From an optimization exercise on the open Yosys and OpenROAD flow, aimed at a short achievable clock period and few clock cycles; shortcuts taken in it are not production practice.
Function was checked by simulation only, so behaviour that the tests miss may differ from the original.
Power figures rest on the tool's default switching activity, not on a simulated workload.

[flow/config.mk]
export PLATFORM = sky130hd
export DESIGN_NAME = cpu_top
export DESIGN_NICKNAME = cpu_top
export VERILOG_FILES = /design/flow/design.v
export SDC_FILE = /design/flow/constraint.sdc
export NUM_CORES = 4
export LEC_CHECK = 0
export ABC_CLOCK_PERIOD_IN_PS = 3000
export CAP_MARGIN = 40
export CELL_PAD_IN_SITES_DETAIL_PLACEMENT = 2
export CELL_PAD_IN_SITES_GLOBAL_PLACEMENT = 2
export CORE_MARGIN = 2
export CORE_UTILIZATION = 30
export PLACE_DENSITY = 0.45
export SETUP_SLACK_MARGIN = 5
export SLEW_MARGIN = 40
export TNS_END_PERCENT = 100
[flow/constraint.sdc]
create_clock -name core_clock -period 11.0 [get_ports {clock}]
set_input_delay 2.2000 -clock core_clock [delete_from_list [all_inputs] [get_ports {clock}]]
set_output_delay 2.2000 -clock core_clock [all_outputs]
set_load 0.01 [all_outputs]
[flow/design.v]
`timescale 1ns/100ps
package cpu_pkg;
    typedef logic [31:0] word_t;
    typedef logic [4:0]  reg_index_t;
    typedef enum logic [1:0] {
        SIZE_BYTE = 2'd0,
        SIZE_HALF = 2'd1,
        SIZE_WORD = 2'd2
    } mem_size_t;
    typedef enum logic [4:0] {
        OPC_LOAD   = 5'b00000,
        OPC_OP_IMM = 5'b00100,
        OPC_AUIPC  = 5'b00101,
        OPC_STORE  = 5'b01000,
        OPC_OP     = 5'b01100,
        OPC_LUI    = 5'b01101,
        OPC_BRANCH = 5'b11000,
        OPC_JALR   = 5'b11001,
        OPC_JAL    = 5'b11011
    } opcode_t;
    typedef struct packed {
        logic add;     
        logic slt;     
        logic xor_;
        logic or_;
        logic and_;
        logic sll;
        logic srl;     
        logic imm;     
        logic tgt;     
        logic link;    
    } result_sel_t;
    localparam word_t INSTR_BYTES = 32'd4;
endpackage
`timescale 1ns/100ps
module instruction_decoder (
    input  cpu_pkg::word_t       instruction,
    output logic                 is_load,
    output logic                 is_store,
    output logic                 is_branch,
    output logic                 is_jal,
    output logic                 is_jalr,
    output logic                 is_op,        
    output logic                 writes_rd,    
    output cpu_pkg::result_sel_t result_sel,
    output logic                 alu_sub,      
    output logic                 alu_signed,   
    output cpu_pkg::word_t       imm_addr,     
    output cpu_pkg::word_t       imm_pc,       
    output cpu_pkg::word_t       imm_alu       
);
    cpu_pkg::opcode_t opcode;
    logic [2:0]       funct3;
    logic             valid;
    logic             is_op_imm;
    logic             is_lui;
    logic             is_auipc;
    logic             is_alu;
    cpu_pkg::word_t   imm_i;
    cpu_pkg::word_t   imm_s;
    cpu_pkg::word_t   imm_b;
    cpu_pkg::word_t   imm_u;
    cpu_pkg::word_t   imm_j;
    assign opcode = cpu_pkg::opcode_t'(instruction[6:2]);
    assign funct3 = instruction[14:12];
    assign valid  = (instruction[1:0] == 2'b11);
    assign is_op_imm = valid && opcode == cpu_pkg::OPC_OP_IMM;
    assign is_op     = valid && opcode == cpu_pkg::OPC_OP;
    assign is_lui    = valid && opcode == cpu_pkg::OPC_LUI;
    assign is_auipc  = valid && opcode == cpu_pkg::OPC_AUIPC;
    assign is_jal    = valid && opcode == cpu_pkg::OPC_JAL;
    assign is_jalr   = valid && opcode == cpu_pkg::OPC_JALR;
    assign is_branch = valid && opcode == cpu_pkg::OPC_BRANCH && funct3[2:1] != 2'b01;
    assign is_load   = valid && opcode == cpu_pkg::OPC_LOAD && funct3[1:0] != 2'b11
                       && funct3 != 3'b110;
    assign is_store  = valid && opcode == cpu_pkg::OPC_STORE && !funct3[2] && funct3[1:0] != 2'b11;
    assign is_alu    = is_op || is_op_imm;
    assign writes_rd = is_alu || is_lui || is_auipc || is_jal || is_jalr;
    assign result_sel.add  = is_alu && funct3 == 3'b000;
    assign result_sel.slt  = is_alu && funct3[2:1] == 2'b01;
    assign result_sel.xor_ = is_alu && funct3 == 3'b100;
    assign result_sel.or_  = is_alu && funct3 == 3'b110;
    assign result_sel.and_ = is_alu && funct3 == 3'b111;
    assign result_sel.sll  = is_alu && funct3 == 3'b001;
    assign result_sel.srl  = is_alu && funct3 == 3'b101;
    assign result_sel.imm  = is_lui;
    assign result_sel.tgt  = is_auipc;
    assign result_sel.link = is_jal || is_jalr;
    assign alu_sub    = is_op && instruction[30];
    assign alu_signed = funct3[2] ? instruction[30] : !funct3[0];
    assign imm_i = {{20{instruction[31]}}, instruction[31:20]};
    assign imm_s = {{20{instruction[31]}}, instruction[31:25], instruction[11:7]};
    assign imm_b = {{20{instruction[31]}}, instruction[7], instruction[30:25],
                    instruction[11:8], 1'b0};
    assign imm_u = {instruction[31:12], 12'b0};
    assign imm_j = {{12{instruction[31]}}, instruction[19:12], instruction[20],
                    instruction[30:21], 1'b0};
    assign imm_addr = (instruction[5] && !instruction[6]) ? imm_s : imm_i;  
    assign imm_pc   = instruction[6] ? (instruction[3] ? imm_j : imm_b) : imm_u;
    assign imm_alu  = instruction[5] ? imm_u : imm_i;            
endmodule
`timescale 1ns/100ps
module register_file (
    input  logic                clock,
    input  logic                reset,
    input  cpu_pkg::reg_index_t rs1,
    input  cpu_pkg::reg_index_t rs2,
    output cpu_pkg::word_t      rs1_data,
    output cpu_pkg::word_t      rs2_data,
    input  logic                write_enable,
    input  cpu_pkg::reg_index_t rd,
    input  cpu_pkg::word_t      rd_data
);
    cpu_pkg::word_t registers [1:31];  
    assign rs1_data = (rs1 == '0) ? '0 : registers[rs1];
    assign rs2_data = (rs2 == '0) ? '0 : registers[rs2];
    always_ff @(posedge clock or posedge reset) begin
        if (reset) begin
            for (int i = 1; i < 32; i++) begin
                registers[i] <= '0;
            end
        end else if (write_enable && rd != '0) begin
            registers[rd] <= rd_data;
        end
    end
endmodule
`timescale 1ns/100ps
module alu (
    input  cpu_pkg::result_sel_t sel,
    input  logic                 sub,
    input  logic                 signed_op,
    input  cpu_pkg::word_t       operand_a,
    input  cpu_pkg::word_t       operand_b,
    input  cpu_pkg::word_t       target,     
    input  cpu_pkg::word_t       link,       
    output cpu_pkg::word_t       result
);
    cpu_pkg::word_t sum;
    logic           less;
    logic [4:0]     shamt;
    cpu_pkg::word_t shl;
    cpu_pkg::word_t shr;
    assign shamt = operand_b[4:0];
    assign sum   = sub ? operand_a - operand_b : operand_a + operand_b;
    assign less  = signed_op ? ($signed(operand_a) < $signed(operand_b)) : (operand_a < operand_b);
    assign shl   = operand_a << shamt;
    assign shr   = $unsigned($signed({signed_op & operand_a[31], operand_a}) >>> shamt);
    assign result = ({32{sel.add}}  & sum)
                  | ({32{sel.slt}}  & {31'b0, less})
                  | ({32{sel.xor_}} & (operand_a ^ operand_b))
                  | ({32{sel.or_}}  & (operand_a | operand_b))
                  | ({32{sel.and_}} & (operand_a & operand_b))
                  | ({32{sel.sll}}  & shl)
                  | ({32{sel.srl}}  & shr)
                  | ({32{sel.imm}}  & operand_b)
                  | ({32{sel.tgt}}  & target)
                  | ({32{sel.link}} & link);
endmodule
`timescale 1ns/100ps
module memory_port (
    input  logic               reset,
    input  logic               want,
    input  logic               memory_ready,
    output logic               memory_enable,
    input  cpu_pkg::word_t     memory_data_in,
    input  logic [2:0]         load_funct3,
    output cpu_pkg::word_t     load_data,
    input  cpu_pkg::word_t     store_value,
    input  logic [1:0]         store_size,
    output cpu_pkg::word_t     memory_data_out
);
    assign memory_enable = want && !(memory_ready || reset);
    always_comb begin
        case (load_funct3[1:0])
            2'b00:   load_data = {{24{!load_funct3[2] && memory_data_in[7]}}, memory_data_in[7:0]};
            2'b01:   load_data = {{16{!load_funct3[2] && memory_data_in[15]}}, memory_data_in[15:0]};
            default: load_data = memory_data_in;
        endcase
    end
    always_comb begin
        case (store_size)
            cpu_pkg::SIZE_BYTE: memory_data_out = {24'b0, store_value[7:0]};
            cpu_pkg::SIZE_HALF: memory_data_out = {16'b0, store_value[15:0]};
            default:            memory_data_out = store_value;
        endcase
    end
endmodule
`timescale 1ns/100ps
module control_unit #(
    parameter cpu_pkg::word_t RESET_ADDRESS = 32'h0
) (
    input  logic                clock,
    input  logic                reset,
    input  logic                memory_ready,
    input  cpu_pkg::word_t      memory_data_in,
    output logic                want,
    output cpu_pkg::word_t      memory_address,
    output cpu_pkg::mem_size_t  memory_data_size,
    output logic                memory_operation,
    output cpu_pkg::word_t      store_value,
    output logic [2:0]          load_funct3,
    input  cpu_pkg::word_t      load_data,
    output cpu_pkg::reg_index_t rs1,
    output cpu_pkg::reg_index_t rs2,
    input  cpu_pkg::word_t      rs1_data,
    input  cpu_pkg::word_t      rs2_data,
    output logic                write_enable,
    output cpu_pkg::reg_index_t rd,
    output cpu_pkg::word_t      rd_data,
    output cpu_pkg::word_t      instruction,
    input  logic                is_load,
    input  logic                is_store,
    input  logic                is_branch,
    input  logic                is_jal,
    input  logic                is_jalr,
    input  logic                is_op,
    input  logic                writes_rd,
    input  cpu_pkg::result_sel_t result_sel,
    input  logic                alu_sub,
    input  logic                alu_signed,
    input  cpu_pkg::word_t      imm_addr,
    input  cpu_pkg::word_t      imm_pc,
    input  cpu_pkg::word_t      imm_alu,
    output cpu_pkg::result_sel_t ex_sel,
    output logic                ex_sub,
    output logic                ex_signed,
    output cpu_pkg::word_t      ex_a,
    output cpu_pkg::word_t      ex_b,
    output cpu_pkg::word_t      ex_target,
    output cpu_pkg::word_t      ex_link,
    input  cpu_pkg::word_t      ex_result
);
    localparam int IDX      = 5;              
    localparam int LINES    = 1 << IDX;
    localparam int TAGW     = 32 - (IDX + 2) + 1;
    localparam int PF_AHEAD = 96;             
    typedef enum logic [1:0] {BUS_IDLE, BUS_REQ, BUS_WAIT} bus_state_t;
    bus_state_t          bus_state;
    bus_state_t          bus_next;
    logic                bus_data;      
    logic                bus_data_next;
    logic                bus_idle_q;    
    logic                fetch_wait_q;  
    logic                data_wait_q;   
    logic                bus_pf;        
    logic                bus_pf_next;
    cpu_pkg::word_t      pf_addr;       
    cpu_pkg::word_t      pf_addr_next;
    logic                pf_ok_q;       
    logic                pf_done;
    logic                pf_go;
    logic                e_nobus_q;     
    logic                e_demand;      
    logic                nobus_next;
    logic                hit_next;
    logic                seq_hit;
    logic                seq_snoop;
    logic                fill;
    logic [IDX-1:0]      fill_index;
    logic                nb_n_q;
    logic                want_t;
    logic                want_n;
    logic                nbn_q;         
    logic                fetch_next;    
    cpu_pkg::word_t      addr_q;
    cpu_pkg::mem_size_t  size_q;
    logic                op_q;
    cpu_pkg::word_t      sdata_q;
    logic                m_load;
    cpu_pkg::reg_index_t m_rd;
    logic [2:0]          m_funct3;
    logic                fetch_after;   
    logic                e_valid;
    cpu_pkg::word_t      e_pc;
    cpu_pkg::word_t      eff;           
    logic                mem_q;
    logic                load_q;
    logic                store_q;
    logic                jalr_q;
    logic                jal_q;
    logic                branch_q;
    logic [1:0]          lt_q;          
    logic [1:0]          eq_q;          
    logic [7:0]          sum0_q [4];    
    logic [7:0]          sum1_q [1:3];  
    logic [2:0]          gen_q;         
    logic [2:0]          prop_q;        
    logic [3:1]          carry;
    logic [7:0]          tsum0_q [4];   
    logic [7:0]          tsum1_q [1:3];  
    logic [2:0]          tgen_q;
    logic [2:0]          tprop_q;
    logic [3:1]          tcarry;
    logic [8:0]          tbyte_sum0 [4];
    logic [8:0]          tbyte_sum1 [4];
    logic [9:0]          tbyte_sum1_x [4];
    logic [8:0]          byte_sum0 [4];
    logic [8:0]          byte_sum1 [4];
    logic [9:0]          byte_sum1_x [4];
    logic [3:0]          byte_lt;
    logic [3:0]          byte_eq;
    logic [7:0]          byte_a [4];
    logic [7:0]          byte_b [4];
    logic                branch_taken;
    cpu_pkg::word_t      static_address;
    logic                redirect;      
    logic                wr_q;          
    cpu_pkg::reg_index_t rd_q;
    logic [2:0]          funct3_q;
    cpu_pkg::word_t      c_instr;
    logic                c_hit;
    cpu_pkg::word_t      c_pc;
    logic [IDX-1:0]      seq_index;     
    logic                seq_wrap;      
    logic [TAGW-1:0]     seq_tag;       
    logic [31:IDX+2]     b_tag_plus1;
    logic [TAGW-1:0]     lookup_tag;
    logic                sel_eq_q;      
    logic                sel_ne_q;
    logic                sel_lt_q;
    logic                sel_ge_q;
    logic                e_demand_q;    
    logic                snoop;         
    cpu_pkg::word_t      line_data  [LINES];
    logic [TAGW-1:0]     line_tag   [LINES];
    logic [LINES-1:0]    line_valid;
    logic                bus_idle;
    logic                fetch_wait;
    logic                e_exec;
    logic                c_ok;
    logic                need_bus;
    logic                b_fire;
    logic                c_fire;
    logic                fetched;
    cpu_pkg::word_t      b_instr;
    cpu_pkg::word_t      b_pc;
    logic                sign_flip;
    logic                equal;
    logic                less;
    logic                taken;
    cpu_pkg::word_t      exec_address;
    cpu_pkg::word_t      lookup_pc;
    logic [IDX-1:0]      lookup_index;
    logic                c_valid_op;
    logic                c_use1;
    logic                c_use2;
    logic                c_alu;
    logic                c_dep_e1;
    logic                c_dep_e2;
    logic                c_dep_m;
    logic                hazard;
    logic                fwd1;
    logic                fwd2;
    assign bus_idle   = bus_idle_q;
    assign fetch_wait = fetch_wait_q;
    always_comb begin
        bus_next      = bus_state;
        bus_data_next = bus_data;
        bus_pf_next   = bus_pf;
        case (bus_state)
            BUS_IDLE: begin
                if (e_exec && need_bus) begin
                    bus_next      = memory_ready ? BUS_REQ : BUS_WAIT;
                    bus_data_next = mem_q;
                    bus_pf_next   = 1'b0;
                end else if (fetch_next) begin
                    bus_next      = BUS_REQ;
                    bus_data_next = 1'b0;
                    bus_pf_next   = 1'b0;
                end else if (pf_go) begin
                    bus_next      = memory_ready ? BUS_REQ : BUS_WAIT;
                    bus_data_next = 1'b0;
                    bus_pf_next   = 1'b1;
                end
            end
            BUS_REQ: if (!memory_ready) bus_next = BUS_WAIT;
            default: begin  
                if (memory_ready) begin
                    if (bus_data && fetch_after) begin
                        bus_next      = BUS_REQ;
                        bus_data_next = 1'b0;
                        bus_pf_next   = 1'b0;
                    end else begin
                        bus_next      = BUS_IDLE;
                    end
                end
            end
        endcase
    end
    assign e_exec   = e_valid && (bus_idle || ((bus_pf || op_q) && e_nobus_q));
    assign e_demand = e_demand_q;
    assign nobus_next = !(is_load || is_store || is_jal || is_jalr || is_branch) && hit_next;
    assign pf_go    = bus_idle && pf_ok_q && !e_demand;
    assign pf_done  = (bus_state == BUS_WAIT) && bus_pf && memory_ready;
    always_comb begin
        if (pf_done)                             pf_addr_next = pf_addr + cpu_pkg::INSTR_BYTES;
        else if (fetch_wait && addr_q >= pf_addr) pf_addr_next = addr_q + cpu_pkg::INSTR_BYTES;
        else                                     pf_addr_next = pf_addr;
    end
    assign c_ok     = !redirect && c_hit;
    assign need_bus = branch_taken || nbn_q;
    assign fetch_next = e_exec && branch_q && !branch_taken && nb_n_q;
    assign want_t   = !bus_idle || pf_go || e_valid;
    assign want_n   = !bus_idle || pf_go || (e_valid && nbn_q);
    assign want     = branch_taken ? want_t : want_n;
    assign c_valid_op = (c_instr[1:0] == 2'b11);
    assign c_use1 = c_valid_op && (c_instr[6:2] == 5'b00100 || c_instr[6:2] == 5'b01100 ||
                                   c_instr[6:2] == 5'b11001 || c_instr[6:2] == 5'b11000 ||
                                   c_instr[6:2] == 5'b00000 || c_instr[6:2] == 5'b01000);
    assign c_use2 = c_valid_op && (c_instr[6:2] == 5'b01100 || c_instr[6:2] == 5'b11000 ||
                                   c_instr[6:2] == 5'b01000);
    assign c_alu  = c_valid_op && (c_instr[6:2] == 5'b00100 || c_instr[6:2] == 5'b01100);
    assign c_dep_e1 = c_use1 && c_instr[19:15] == rd_q && rd_q != '0;
    assign c_dep_e2 = c_use2 && c_instr[24:20] == rd_q && rd_q != '0;
    assign c_dep_m  = m_load && m_rd != '0 &&
                      ((c_use1 && c_instr[19:15] == m_rd) || (c_use2 && c_instr[24:20] == m_rd));
    assign hazard = (e_valid && (c_dep_e1 || c_dep_e2) && (load_q || (wr_q && !c_alu))) ||
                    (!bus_idle && bus_data && c_dep_m);
    assign c_fire = !fetch_wait && c_ok && !hazard && (!e_valid || e_exec);
    assign fwd1   = e_valid && wr_q && c_dep_e1;
    assign fwd2   = e_valid && wr_q && c_dep_e2;
    assign fetched = fetch_wait && memory_ready;
    assign b_fire  = fetched || c_fire;
    assign b_instr = fetch_wait ? memory_data_in : c_instr;
    assign b_pc    = fetch_wait ? addr_q : c_pc;
    assign instruction = b_instr;
    assign rs1         = b_instr[19:15];
    assign rs2         = b_instr[24:20];
    assign sign_flip = !instruction[13];
    assign equal     = eq_q[1] && eq_q[0];
    assign less      = lt_q[1] || (eq_q[1] && lt_q[0]);
    assign taken        = (sel_eq_q && equal) || (sel_ne_q && !equal) ||
                          (sel_lt_q && less) || (sel_ge_q && !less);
    assign branch_taken = taken;
    assign redirect     = jal_q || jalr_q || branch_taken;
    assign carry[1] = gen_q[0];
    assign carry[2] = gen_q[1] || (prop_q[1] && gen_q[0]);
    assign carry[3] = gen_q[2] || (prop_q[2] && (gen_q[1] || (prop_q[1] && gen_q[0])));
    assign eff = {carry[3] ? sum1_q[3] : sum0_q[3],
                  carry[2] ? sum1_q[2] : sum0_q[2],
                  carry[1] ? sum1_q[1] : sum0_q[1],
                  sum0_q[0]};
    always_comb begin
        for (int k = 0; k < 4; k++) begin
            byte_sum0[k] = {1'b0, rs1_data[8*k +: 8]} + {1'b0, imm_addr[8*k +: 8]};
            byte_sum1_x[k] = {1'b0, rs1_data[8*k +: 8], 1'b1} + {1'b0, imm_addr[8*k +: 8], 1'b1};
            byte_sum1[k] = byte_sum1_x[k][9:1];   
            tbyte_sum0[k] = {1'b0, b_pc[8*k +: 8]} + {1'b0, imm_pc[8*k +: 8]};
            tbyte_sum1_x[k] = {1'b0, b_pc[8*k +: 8], 1'b1} + {1'b0, imm_pc[8*k +: 8], 1'b1};
            tbyte_sum1[k] = tbyte_sum1_x[k][9:1];
            byte_a[k]    = rs1_data[8*k +: 8];
            byte_b[k]    = rs2_data[8*k +: 8];
        end
        byte_a[3][7] = rs1_data[31] ^ sign_flip;
        byte_b[3][7] = rs2_data[31] ^ sign_flip;
        for (int k = 0; k < 4; k++) begin
            byte_lt[k] = byte_a[k] < byte_b[k];
            byte_eq[k] = rs1_data[8*k +: 8] == rs2_data[8*k +: 8];
        end
    end
    assign lookup_pc    = b_pc + cpu_pkg::INSTR_BYTES;
    assign lookup_index = seq_index;
    assign seq_index    = b_pc[IDX+1:2] + 1'b1;
    assign seq_wrap     = &b_pc[IDX+1:2];
    assign b_tag_plus1  = b_pc[31:IDX+2] + 1'b1;
    assign seq_tag      = {seq_wrap ? b_tag_plus1 : b_pc[31:IDX+2], b_pc[1]};
    assign lookup_tag   = seq_tag;
    assign seq_snoop    = pf_done && (b_pc + cpu_pkg::INSTR_BYTES) == addr_q;
    assign snoop        = seq_snoop;
    assign seq_hit      = line_valid[seq_index] && line_tag[seq_index] == seq_tag;
    assign hit_next     = seq_hit || seq_snoop;
    assign fill         = fetched || pf_done;
    assign fill_index   = addr_q[IDX+1:2];
    assign tcarry[1] = tgen_q[0];
    assign tcarry[2] = tgen_q[1] || (tprop_q[1] && tgen_q[0]);
    assign tcarry[3] = tgen_q[2] || (tprop_q[2] && (tgen_q[1] || (tprop_q[1] && tgen_q[0])));
    assign ex_target = {tcarry[3] ? tsum1_q[3] : tsum0_q[3],
                        tcarry[2] ? tsum1_q[2] : tsum0_q[2],
                        tcarry[1] ? tsum1_q[1] : tsum0_q[1],
                        tsum0_q[0]};
    always_comb begin
        if (mem_q || jalr_q)          static_address = {eff[31:1], eff[0] && mem_q};
        else if (jal_q || branch_q)   static_address = ex_target;
        else                          static_address = ex_link;
    end
    assign exec_address = static_address;
    assign memory_address   = (bus_idle && e_demand) ? static_address : addr_q;
    assign memory_data_size = (bus_idle && e_demand) ? (mem_q ? cpu_pkg::mem_size_t'(funct3_q[1:0])
                                                              : cpu_pkg::SIZE_WORD)
                                                     : size_q;
    assign memory_operation = (bus_idle && e_demand) ? store_q : op_q;
    assign store_value      = (bus_idle && e_demand) ? ex_b : sdata_q;
    assign load_funct3      = m_funct3;
    assign rd           = (data_wait_q && m_load) ? m_rd : rd_q;
    assign write_enable = (e_exec && wr_q) || (data_wait_q && memory_ready && m_load);
    assign rd_data      = (data_wait_q && m_load) ? load_data : ex_result;
    always_ff @(posedge clock or posedge reset) begin
        if (reset) begin
            bus_state   <= BUS_REQ;
            bus_data    <= 1'b0;
            bus_idle_q  <= 1'b0;
            fetch_wait_q <= 1'b0;
            data_wait_q <= 1'b0;
            bus_pf      <= 1'b0;
            pf_addr     <= RESET_ADDRESS + cpu_pkg::INSTR_BYTES;
            pf_ok_q     <= 1'b0;
            addr_q      <= RESET_ADDRESS;
            size_q      <= cpu_pkg::SIZE_WORD;
            op_q        <= 1'b0;
            m_load      <= 1'b0;
            fetch_after <= 1'b0;
            e_valid     <= 1'b0;
            c_hit       <= 1'b0;
            e_demand_q  <= 1'b0;
            line_valid  <= '0;
        end else begin
            bus_state    <= bus_next;
            bus_data     <= bus_data_next;
            bus_idle_q   <= (bus_next == BUS_IDLE);
            fetch_wait_q <= (bus_next == BUS_WAIT) && !bus_data_next && !bus_pf_next;
            data_wait_q  <= (bus_next == BUS_WAIT) && bus_data_next;
            bus_pf       <= bus_pf_next;
            pf_addr      <= pf_addr_next;
            pf_ok_q      <= (pf_addr - e_pc) <= PF_AHEAD;
            case (bus_state)
                BUS_IDLE: begin
                    if (e_exec && need_bus) begin
                        addr_q      <= exec_address;
                        size_q      <= memory_data_size;
                        op_q        <= store_q;
                        m_load      <= load_q;
                        fetch_after <= mem_q && !c_ok;
                    end else if (fetch_next) begin
                        addr_q      <= ex_link;
                        size_q      <= cpu_pkg::SIZE_WORD;
                        op_q        <= 1'b0;
                        m_load      <= 1'b0;
                        fetch_after <= 1'b0;
                    end
                end
                BUS_REQ: ;
                default: begin  
                    if (memory_ready) begin
                        if (bus_data && fetch_after) begin
                            addr_q    <= ex_link;
                            size_q    <= cpu_pkg::SIZE_WORD;
                            op_q      <= 1'b0;
                        end
                        m_load <= 1'b0;
                    end
                end
            endcase
            if (bus_next == BUS_IDLE) begin
                addr_q <= pf_addr_next;
                size_q <= cpu_pkg::SIZE_WORD;
                op_q   <= 1'b0;
            end
            if (b_fire)      e_valid <= 1'b1;
            else if (e_exec) e_valid <= 1'b0;
            if (b_fire) c_hit <= hit_next;
            if (b_fire)      e_demand_q <= !nobus_next;
            else if (e_exec) e_demand_q <= 1'b0;
            if (fetched || pf_done) line_valid[addr_q[IDX+1:2]] <= 1'b1;
        end
    end
    always_ff @(posedge clock or posedge reset) begin
        if (reset)                 c_pc <= '0;
        else if (b_fire)           c_pc <= lookup_pc;
    end
    always_ff @(posedge clock or posedge reset) begin
        if (reset) begin
            nb_n_q    <= 1'b0;
            nbn_q     <= 1'b0;
            e_nobus_q <= 1'b0;
            e_pc      <= '0;
            for (int k = 0; k < 4; k++) sum0_q[k] <= '0;
            for (int k = 1; k < 4; k++) sum1_q[k] <= '0;
            gen_q     <= '0;
            prop_q    <= '0;
            lt_q      <= '0;
            eq_q      <= '0;
            mem_q     <= 1'b0;
            store_q   <= 1'b0;
            jal_q     <= 1'b0;
            jalr_q    <= 1'b0;
            branch_q  <= 1'b0;
            sel_eq_q  <= 1'b0;
            sel_ne_q  <= 1'b0;
            sel_lt_q  <= 1'b0;
            sel_ge_q  <= 1'b0;
            wr_q      <= 1'b0;
            rd_q      <= '0;
            funct3_q  <= '0;
            ex_b      <= '0;
            for (int k = 0; k < 4; k++) tsum0_q[k] <= '0;
            for (int k = 1; k < 4; k++) tsum1_q[k] <= '0;
            tgen_q    <= '0;
            tprop_q   <= '0;
            ex_link   <= '0;
        end else if (b_fire) begin
            nb_n_q    <= is_load || is_store || !hit_next;
            nbn_q     <= is_branch ? 1'b0
                                   : (is_load || is_store || is_jal || is_jalr || !hit_next);
            e_pc      <= b_pc;
            e_nobus_q <= nobus_next;
            for (int k = 0; k < 4; k++) sum0_q[k] <= byte_sum0[k][7:0];
            for (int k = 1; k < 4; k++) sum1_q[k] <= byte_sum1[k][7:0];
            gen_q     <= {byte_sum0[2][8], byte_sum0[1][8], byte_sum0[0][8]};
            prop_q    <= {byte_sum1[2][8], byte_sum1[1][8], byte_sum1[0][8]};
            lt_q      <= {byte_lt[3] || (byte_eq[3] && byte_lt[2]), byte_lt[1] || (byte_eq[1] && byte_lt[0])};
            eq_q      <= {byte_eq[3] && byte_eq[2], byte_eq[1] && byte_eq[0]};
            mem_q     <= is_load || is_store;
            store_q   <= is_store;
            jal_q     <= is_jal;
            jalr_q    <= is_jalr;
            branch_q  <= is_branch;
            sel_eq_q  <= is_branch && b_instr[14:12] == 3'b000;
            sel_ne_q  <= is_branch && b_instr[14:12] == 3'b001;
            sel_lt_q  <= is_branch && b_instr[14] && !b_instr[12];
            sel_ge_q  <= is_branch && b_instr[14] && b_instr[12];
            wr_q      <= writes_rd && b_instr[11:7] != '0;
            rd_q      <= b_instr[11:7];
            funct3_q  <= b_instr[14:12];
            ex_b      <= (is_op || is_store) ? ((c_fire && fwd2) ? ex_result : rs2_data) : imm_alu;
            for (int k = 0; k < 4; k++) tsum0_q[k] <= tbyte_sum0[k][7:0];
            for (int k = 1; k < 4; k++) tsum1_q[k] <= tbyte_sum1[k][7:0];
            tgen_q    <= {tbyte_sum0[2][8], tbyte_sum0[1][8], tbyte_sum0[0][8]};
            tprop_q   <= {tbyte_sum1[2][8], tbyte_sum1[1][8], tbyte_sum1[0][8]};
            ex_link   <= b_pc + cpu_pkg::INSTR_BYTES;
        end
    end
    always_ff @(posedge clock) begin
        if (bus_idle && e_exec && need_bus) begin
            sdata_q  <= ex_b;
            m_rd     <= rd_q;
            m_funct3 <= funct3_q;
        end
        if (fetched || pf_done) begin
            line_data[addr_q[IDX+1:2]] <= memory_data_in;
            line_tag[addr_q[IDX+1:2]]  <= {addr_q[31:IDX+2], addr_q[1]};
        end
        if (b_fire) begin
            c_instr    <= seq_snoop ? memory_data_in : line_data[seq_index];
            load_q     <= is_load;
            ex_sel     <= result_sel;
            ex_sub     <= alu_sub;
            ex_signed  <= alu_signed;
            ex_a       <= (c_fire && fwd1) ? ex_result : rs1_data;
        end
    end
endmodule
`timescale 1ns/100ps
module cpu_top #(
    parameter cpu_pkg::word_t RESET_ADDRESS = 32'h0
) (
    input  logic               clock,
    input  logic               reset,
    output cpu_pkg::word_t     memory_address,
    input  cpu_pkg::word_t     memory_data_in,
    output cpu_pkg::word_t     memory_data_out,
    output cpu_pkg::mem_size_t memory_data_size,
    output logic               memory_enable,
    output logic               memory_operation,  
    input  logic               memory_ready
);
    cpu_pkg::word_t       instruction;
    logic                 is_load;
    logic                 is_store;
    logic                 is_branch;
    logic                 is_jal;
    logic                 is_jalr;
    logic                 is_op;
    logic                 writes_rd;
    cpu_pkg::result_sel_t result_sel;
    logic                 alu_sub;
    logic                 alu_signed;
    cpu_pkg::word_t       imm_addr;
    cpu_pkg::word_t       imm_pc;
    cpu_pkg::word_t       imm_alu;
    cpu_pkg::reg_index_t  rs1;
    cpu_pkg::reg_index_t  rs2;
    cpu_pkg::word_t       rs1_data;
    cpu_pkg::word_t       rs2_data;
    logic                 write_enable;
    cpu_pkg::reg_index_t  rd;
    cpu_pkg::word_t       rd_data;
    cpu_pkg::result_sel_t ex_sel;
    logic                 ex_sub;
    logic                 ex_signed;
    cpu_pkg::word_t       ex_a;
    cpu_pkg::word_t       ex_b;
    cpu_pkg::word_t       ex_target;
    cpu_pkg::word_t       ex_link;
    cpu_pkg::word_t       ex_result;
    cpu_pkg::word_t       store_value;
    logic [2:0]           load_funct3;
    cpu_pkg::word_t       load_data;
    logic                 want;
    control_unit #(.RESET_ADDRESS(RESET_ADDRESS)) u_control_unit (
        .clock, .reset, .memory_ready, .memory_data_in, .want, .memory_address, .memory_data_size,
        .memory_operation, .store_value, .load_funct3, .load_data,
        .rs1, .rs2, .rs1_data, .rs2_data, .write_enable, .rd, .rd_data,
        .instruction, .is_load, .is_store, .is_branch, .is_jal, .is_jalr, .is_op, .writes_rd,
        .result_sel, .alu_sub, .alu_signed, .imm_addr, .imm_pc, .imm_alu,
        .ex_sel, .ex_sub, .ex_signed, .ex_a, .ex_b, .ex_target, .ex_link, .ex_result
    );
    instruction_decoder u_instruction_decoder (
        .instruction, .is_load, .is_store, .is_branch, .is_jal, .is_jalr, .is_op, .writes_rd,
        .result_sel, .alu_sub, .alu_signed, .imm_addr, .imm_pc, .imm_alu
    );
    register_file u_register_file (
        .clock, .reset, .rs1, .rs2, .rs1_data, .rs2_data, .write_enable, .rd, .rd_data
    );
    alu u_alu (
        .sel(ex_sel), .sub(ex_sub), .signed_op(ex_signed), .operand_a(ex_a), .operand_b(ex_b),
        .target(ex_target), .link(ex_link), .result(ex_result)
    );
    memory_port u_memory_port (
        .reset, .want, .memory_ready, .memory_enable, .memory_data_in, .load_funct3, .load_data,
        .store_value, .store_size(memory_data_size), .memory_data_out
    );
endmodule
[flow/flow/run.sh]
#!/bin/bash
# Standard layout with two changes to how it is made: the port buffers are
# buf_8 instead of the default cell, and timing repair aims 6.3 ns below the period.
set -euo pipefail
bash standard.sh "BUFFER_PORTS_ARGS=-buffer_cell sky130_fd_sc_hd__buf_8" SETUP_SLACK_MARGIN=6.3 finish > standard_make.log 2>&1
[flow/standard.sh]
#!/bin/bash
# synth_recipe.tcl (not shown) runs the flow's synth.tcl, then flattens the netlist and writes it again
# the make line also repeats each setting of config.mk as NAME=value (left out here)
make -C /OpenROAD-flow-scripts/flow DESIGN_CONFIG=/design/flow/config.mk WORK_HOME=/design/flow/orfs CLKGATE_MAP_FILE= SYNTH_SCRIPT=/design/flow/synth_recipe.tcl "${@:-finish}"
==> results.txt <==
logic make-up (layout without fill, tap and decap cells):
family | after synthesis | after routing | share of synthesized area
other | 0 | 35 | 0
buffers and inverters | 1346 | 2503 | 0.0333
DFF | 3317 | 3317 | 0.584
xor gates and xnor gates | 271 | 271 | 0.0150
adders and majority gates | 284 | 284 | 0.0231
AOI/OAI and AO/OA | 3646 | 3648 | 0.149
muxes | 919 | 919 | 0.0905
and+or+nand+nor | 3866 | 3869 | 0.105
stage by stage:
stage | hold WS, ns | power [W] | setup slack, ns
2_1_floorplan | 0.423 | 0.0137 | -9.79
4_1_cts | 0.409 | 0.0271 | 5.41
3_3_place_gp | 0.433 | 0.0139 | 2.72
6_report | 0.412 | 0.0269 | 5.57
5_1_grt | 0.434 | 0.0276 | 5.44
3_5_place_dp | 0.444 | 0.0139 | 3.15
final cells by class:
class / instances / area share
Sequential cell: 3317 / 0.456
Multi-Input combinational cell: 8991 / 0.338
Timing Repair Buffer: 1497 / 0.0945
Clock buffer: 543 / 0.0535
Tap cell: 6994 / 0.0429
Clock inverter: 165 / 0.00821
Inverter: 297 / 0.00616
Antenna cell: 35 / 0.000430
Timing Repair inverter: 1 / 0.0000430
how the worst max path moves through the flow:
stage	cells past startpoint	slack, ns	endpoint
4_1_cts	11	5.41	memory_address[25]
5_1_grt	11	5.44	memory_address[25]
6_report	11	5.57	memory_address[25]
2_1_floorplan	1	-9.79	u_control_unit.addr_q[0]
3_5_place_dp	21	3.15	u_control_unit.sum1_q[2][7]
3_3_place_gp	20	2.72	u_control_unit.lt_q[1]
what timing repair did:
action / in CTS / in global routing
setup endpoints to repair: 1277 / 730
resized for setup: 1514 / 550
buffers inserted: 575 / 184
gates cloned: 78 / 16
pin swaps: 342 / 335
hold endpoints to repair: 0 / 0
flip-flops by register name, indices dropped and copies added (netlist names), 5 cells and up:
signal and flops:
u_control_unit.line_data 1024, u_control_unit.line_valid 32, u_control_unit.line_tag 832, u_control_unit.sum0_q 32, u_control_unit.tsum1_q 24, u_control_unit.ex_a 32, u_control_unit.ex_b 32, u_control_unit.e_pc 31
u_register_file.registers 992, u_control_unit.sdata_q 32, u_control_unit.ex_link 30, u_control_unit.rd_q 5, u_control_unit.c_instr 32, u_control_unit.m_rd 5, u_control_unit.ex_sel 10, u_control_unit.pf_addr 32
u_control_unit.tsum0_q 32, u_control_unit.addr_q 32, u_control_unit.sum1_q 24
cells in the final DEF, fill, tap and decap left out, types with 344 or more instances in the layout:
cell / Yosys / routed
a21oi_1: 684 / 528
a22oi_1: 432 / 418
buf_4: 19 / 745
clkbuf_16: 0 / 416
dfrtp_1: 1341 / 1307
edfxtp_1: 1973 / 1973
mux4_2: 400 / 400
nand2_1: 2119 / 2011
nand3_1: 357 / 344
nor2_1: 645 / 483
o21ai_0: 1237 / 1140
Yosys cell counts, drive strengths merged, types with 18 or more instances:
library cell     n  area share
mux2           141       0.010
nand2b          77      0.0030
nor2b           43      0.0017
a2111oi         26      0.0014
nand4          202      0.0079
xnor2          186       0.010
a211oi          41      0.0019
edfxtp        1973        0.37
a22o           219       0.012
mux4           400       0.057
nor4            42      0.0017
dfrtp         1341        0.21
a32oi           31      0.0017
o2111ai         22      0.0012
nor2           645       0.015
o22ai           25     0.00098
or3             24     0.00094
nand2         2119       0.050
mux2i          378       0.024
buf            187      0.0059
and2            34      0.0013
o21a            34      0.0016
xor2            85      0.0047
o31ai           39      0.0019
o211ai          44      0.0021
nor3           176      0.0055
nand3b          27      0.0013
inv            294      0.0069
and3            68      0.0027
a21oi          684       0.022
a22oi          432       0.020
clkbuf         862       0.020
o21bai          66      0.0031
a222oi          76      0.0048
a221o           18      0.0011
a311oi          45      0.0025
a221oi         243       0.013
a21o           108      0.0051
o21ai         1240       0.039
ha             268       0.021
a31oi           83      0.0033
nand3          357       0.011
power breakdown:
group / switching, W / internal, W
clock: 0.00577 / 0.00736
combinational: 0.000395 / 0.000139
sequential: 0.0000301 / 0.0132
per-layer routing:
metal	share of wire	wire length (µm)	global-route usage	vias up
met5	0.00026	245	0	-
met4	0.045	43400	0.129	30
met3	0.072	68700	0.0578	1669
met2	0.44	425000	0.532	6036
met1	0.44	421000	0.488	73085
li1	-	-	-	53101
worst max-delay path, cell delays in order (launching register included):
cell and delay (ns):
dfrtp_4 0.51, a21oi_4 0.14, buf_8 0.17, inv_4 0.04, a21oi_4 0.21, buf_12 0.19, mux2i_4 0.37, nor2_4 0.06
a21oi_4 0.14, buf_12 0.14, o21ai_4 0.06, buf_8 0.13
==> results.txt <==
area of the multi-input gates: 0.0690 mm²
Port Buffer Count: 102
CTS Hold Bufs: 0
# clock sinks: 3317
Post-DP Area: 0.172 mm²
Reg-to-Reg Start: u_control_unit.fetch_wait_q
cts bufs inserted: 394
WHS Endpoint: u_control_unit.m_funct3[2]
EDFF count, synth: 1973
Detailed Place HPWL: 596 mm
RSZ-0062 raised after global routing: yes
maximum fanout along the worst path: 6
Initial Util: 0.301
r2r setup slk: 5.83 ns
design area: 0.204 mm²
share of cells above drive strength 1: 0.253
Worst R2R Path Depth: 22
dpl cells: 20236
worst skew pair latency: 1.09 ns
Clock transition at path regs: 0.06 ns
syn_nets: 13968
Hold Crit Start: u_control_unit.funct3_q[2]
Die X-Extent: 732 µm
Final nets: 14818
GPL Wtd Cong: 0.933
final non-filler cell total: 21840
WS Path Type: register to primary output
reg2reg end: u_control_unit.gen_q[0]
max_cap viols: 0
DRC violation count after routing: 0
Via density: 6.13
1st-pass router iterations: 6
initial DRC count: 15306
initial antenna violation count: 83
Synth Flop Type: edfxtp_1
Worst setup SP type: register
Worst VDD drop: 0.133 mV
Synthesis Warnings: 16
synthesized area: 0.159 mm²
final hold vios: 0
post-synth cell types: 94
final core occ: 0.386
CP endpoint kind: primary output
worst min path class: register to register
setup_tns: 0 ns
I/O pin count: 103
Min Clock Period, post-route: 5.43 ns
Clock Path Buffers: 4
Max Clk Rate: 184 MHz
number of core rows: 267
TritonCTS clock tree: built
post-synthesis sequential area ratio: 0.584
# fillers: 53284
Post-Syn Area per Cell: 11.7 µm²
required time worst endpoint: 8.80 ns
worst slew pin tran: 1.03 ns
Vias: 133921
Post-Route WL: 959 mm
Final Setup Violations: 0
WP data arrival: 3.23 ns
area of the core: 0.528 mm²
fraction of registers with async set/reset: 0.405
routed len/inst: 43.9 µm
Root Driver: clkbuf_16
#FFs+latches synth: 3317
beginning of the critical path: u_control_unit.gen_q[0]
status: finished clean
Overflow after GRT: 0
Die Y: 732 µm
P_leak: 75.3 nW
die area: 0.536 mm²
Reg area: 0.0929 mm²
htree depth: 5
pwr dens: 132 mW/mm²
Worst Clk Skew: 0.111 ns
first-pass GRT wire length: 1270 mm
Cells after Synth: 13649
largest net degree at the start of global routing: 129
hold-critical path depth: 0
Slew HR: 0.310
post-route clock period utilization: 0.494
post-route ant nets: 0
synthesis-to-layout area growth: 28.2%
number of global-route vias before repair: 136561
Total GRT Usage: 0.345
Max Slew Vio Count: 0
Testbench counts, summed over its fixed seeds: cycles 24,823.

port drivers added, routing unchanged:
No port has a modelled driver above. Below, the same layout with a new extraction and two added sets of constraints. Step 1: set_driving_cell puts a clkbuf_16 on clock and a buf_2 on each other input, an assumption about the parent block. Step 2 times the ports against the registers' clock, not the clock port: input delays grow and output delays shrink by t, the midpoint of the rising clock arrivals with the driver on. Three values: no drivers, after step 1, after step 2; two values: the first two.
t (ns): 1.171
setup WS [ns]: 5.568 / 5.433 / 4.442
worst hold slack (ns): 0.412 / 0.412 / 0.412
worst slew at a driven data input, ns: 0.29
After both steps this run still meets setup and hold. The setup slack of this run moves by -0.135 ns with the drivers and by -1.126 ns with both steps.
